From an optimization exercise on the open Yosys and OpenROAD flow, aimed at small area; shortcuts taken in it are not production practice. The RTL was checked by simulation tests, not by an equivalence proof against the original design. No activity file was given, so power comes from the tool's default toggle rates.

north:
// oneshot_scoreboard
module oneshot_scoreboard #(
  parameter int unsigned NUM_CLASSES = 26,
  parameter int unsigned CNT_W       = 16,
  parameter int unsigned LBL_DEPTH   = 4
) (
  input  logic                 clk,
  input  logic                 nrst,
  input  logic                 en,
  input  logic                 start_scoring,
  input  logic                 label_valid,
  input  logic [4:0]           label_class,
  output logic                 label_ready,
  input  logic                 checking_inference,
  input  logic [4:0]           class_inference,
  input  logic                 testing_dataset_finished,
  input  logic [4:0]           class_rd_sel,
  output logic [CNT_W-1:0]     class_rd_total,
  output logic [CNT_W-1:0]     class_rd_correct,
  output logic [CNT_W-1:0]     total_count,
  output logic [CNT_W-1:0]     correct_count,
  output logic [2:0]           err_flags,
  output logic                 scoring_active,
  output logic                 scoring_done
);
  localparam int unsigned CLS_W  = 5;
  localparam int unsigned PTR_W  = 2;   
  localparam int unsigned FCNT_W = 3;
  logic active, done;
  assign scoring_active = active;
  assign scoring_done   = done;
  logic [CLS_W-1:0]  fifo_q [1:LBL_DEPTH-1];
  logic [3:0]        head_hi_n;
  logic [7:0]        head_lo_n;
  logic [FCNT_W-1:0] fifo_count, fifo_count_after, fifo_count_next;
  logic [PTR_W-1:0]  wr_pos;
  ...
For scale: ~3300 cells after synthesis, roughly 930 flip-flops, ~92 I/O pins, ~0.037 mm² of cells after synthesis.
clock: 5.0 ns
lec_check: 0
cap_margin: 10
core_margin: 2
core_utilization: 50
cts_buf_list: sky130_fd_sc_hd__clkbuf_8
cts_cluster_diameter: 60
cts_cluster_size: 16
slew_margin: 10
synth_hierarchical: 1
synth_minimum_keep_size: 0
run.sh (not shown) runs the stock make flow with config.mk's settings and CLKGATE_MAP_FILE= SYNTH_SCRIPT=/design/flow/synth_recipe.tcl, a recipe that flattens the netlist after the stock synthesis.
Inputs modified between north and south:
==> flow/flow/run.sh (new file) <==
#!/bin/bash
# Own layout flow: the standard flow with the standard synthesis unchanged, except that
# - every port is buffered by a minimum-size buffer (sky130_fd_sc_hd__buf_1) instead of a
#   delay buffer; the resizer still upsizes it where a port drives a large load,
# - the clock tree is built without dummy balancing loads.
# Each step's full output goes to a log file in this folder.
set -uo pipefail
bash standard.sh synth > synth.log 2>&1 || exit 1
bash standard.sh \
  "BUFFER_PORTS_ARGS=-buffer_cell sky130_fd_sc_hd__buf_1" \
  "CTS_ARGS=-sink_clustering_enable -repair_clock_nets -sink_clustering_size 16 -sink_clustering_max_diameter 60 -buf_list sky130_fd_sc_hd__clkbuf_8 -dont_use_dummy_load" \
  finish > layout.log 2>&1 || exit 1
==> flow/standard.sh (new file) <==
#!/bin/bash
# synth_recipe.tcl (not shown) runs the flow's synth.tcl, then flattens the netlist and writes it again
# the make line also repeats each setting of config.mk as NAME=value (left out here)
make -C /OpenROAD-flow-scripts/flow DESIGN_CONFIG=/design/flow/config.mk WORK_HOME=/design/flow/orfs CLKGATE_MAP_FILE= SYNTH_SCRIPT=/design/flow/synth_recipe.tcl "${@:-finish}"
removed: flow/run.sh
Results
Of the two candidates, north has the better maximum frequency and south the worse one.
south vs north: clock share of power down in south
north and south ended up with roughly the same post-synthesis cell area.
The total area of multi-input combinational cells number comes out higher for south vs north.
Compared with north, south shows a number of clock buffers in the layout that is about 1.3% lower.
Cell-internal power: south lower than north
Cell area was higher in the run labelled north.
Compared to north, the router laid down more metal wire for south.
south vs. north: post-layout utilization of the core decreased 1.2 points; setup slack decreased 170 ps.


oneshot_scoreboard, a different RTL version from the one above (not shown whole).
Size: roughly 3,200 cells after synthesis, ~930 flip-flops, roughly 92 I/O pins, about 36,000 um2 of cells after synthesis.
==> flow/config.mk <==
export PLATFORM = sky130hd
export DESIGN_NAME = oneshot_scoreboard
export DESIGN_NICKNAME = oneshot_scoreboard
export VERILOG_FILES = /design/flow/design.v
export SDC_FILE = /design/flow/constraint.sdc
export NUM_CORES = 4
export LEC_CHECK = 0
export CAP_MARGIN = 10
export CORE_MARGIN = 2
export CORE_UTILIZATION = 50
export CTS_BUF_LIST = sky130_fd_sc_hd__clkbuf_8
export CTS_CLUSTER_DIAMETER = 60
export CTS_CLUSTER_SIZE = 16
export SETUP_SLACK_MARGIN = 0.1
export SLEW_MARGIN = 10
export SYNTH_HIERARCHICAL = 1
export SYNTH_MINIMUM_KEEP_SIZE = 0
==> flow/constraint.sdc <==
create_clock -name core_clock -period 5.0 [get_ports {clk}]
set_input_delay 1.0000 -clock core_clock [delete_from_list [all_inputs] [get_ports {clk}]]
set_output_delay 1.0000 -clock core_clock [all_outputs]
set_load 0.01 [all_outputs]
standard.sh (not shown) runs the stock make flow with config.mk's settings and CLKGATE_MAP_FILE= SYNTH_SCRIPT=/design/flow/synth_recipe.tcl, a recipe that flattens the netlist after the stock synthesis.
==> flow/flow/run.sh <==
#!/bin/bash
# Own layout flow: the standard flow with the standard synthesis unchanged, except that
# - every port is buffered by a minimum-size buffer (sky130_fd_sc_hd__buf_1) instead of a
#   delay buffer; the resizer still upsizes it where a port drives a large load,
# - the clock tree is built without dummy balancing loads.
# Each step's full output goes to a log file in this folder.
set -uo pipefail
bash standard.sh synth > synth.log 2>&1 || exit 1
bash standard.sh \
  "BUFFER_PORTS_ARGS=-buffer_cell sky130_fd_sc_hd__buf_1" \
  "CTS_ARGS=-sink_clustering_enable -repair_clock_nets -sink_clustering_size 16 -sink_clustering_max_diameter 60 -buf_list sky130_fd_sc_hd__clkbuf_8 -dont_use_dummy_load" \
  finish > layout.log 2>&1 || exit 1
Edit:
Settings changed: SETUP_SLACK_MARGIN 0.1 to 0.2.
After rerunning: The changed run went through all stages and came out clean; critical path depth increases by 3; utilization hardly moves; via count increases by 0.35%; design area barely changes; worst setup slack hardly moves; area after synthesis does not change; global-route usage increases by 0.38 points.
Edit:
Settings changed: PLACE_DENSITY set to 0.72.
Result: Final area came out lower by 0.77%; routed wire length came out lower by 3.7%; cell count hardly moves; total power came out lower by 0.59%.

-- static timing again, ports no longer ideal --
How much do the figures lean on ideal ports? The routed layouts below were timed once more, with nothing changed but the port constraints.
Step 1: set_driving_cell puts a clkbuf_16 on clk and a buf_2 on each other input, an assumption about the parent block.
Step 2 also shifts input and output timing later by t, the mid clock arrival at the registers, as if the neighbouring blocks saw the same clock.
Three values: ideal, step 1, step 2; two values: the first two.
| run | t (ns) | setup slack, ns | worst setup path after step 2 | worst slew at a driven data input, ns | cell pins on the clock port's net |
|---|---|---|---|---|---|
| north | 0.797 | 0.250 / 0.250 / 0.250 | register to register | 0.04 | 1 |
| south | 0.772 | 0.082 / 0.082 / 0.082 | register to register | 0.05 | 1 |
| the first run of note 2 | 0.762 | 0.247 / 0.247 / 0.247 | register to register | 0.04 | 1 |
| the second run of note 2 | 0.750 | 0.247 / 0.247 / 0.247 | register to register | 0.04 | 1 |
| the third run of note 2 | 0.749 | 0.123 / 0.123 / 0.123 | register to register | 0.05 | 1 |
After both steps setup and hold are still met in every run listed.
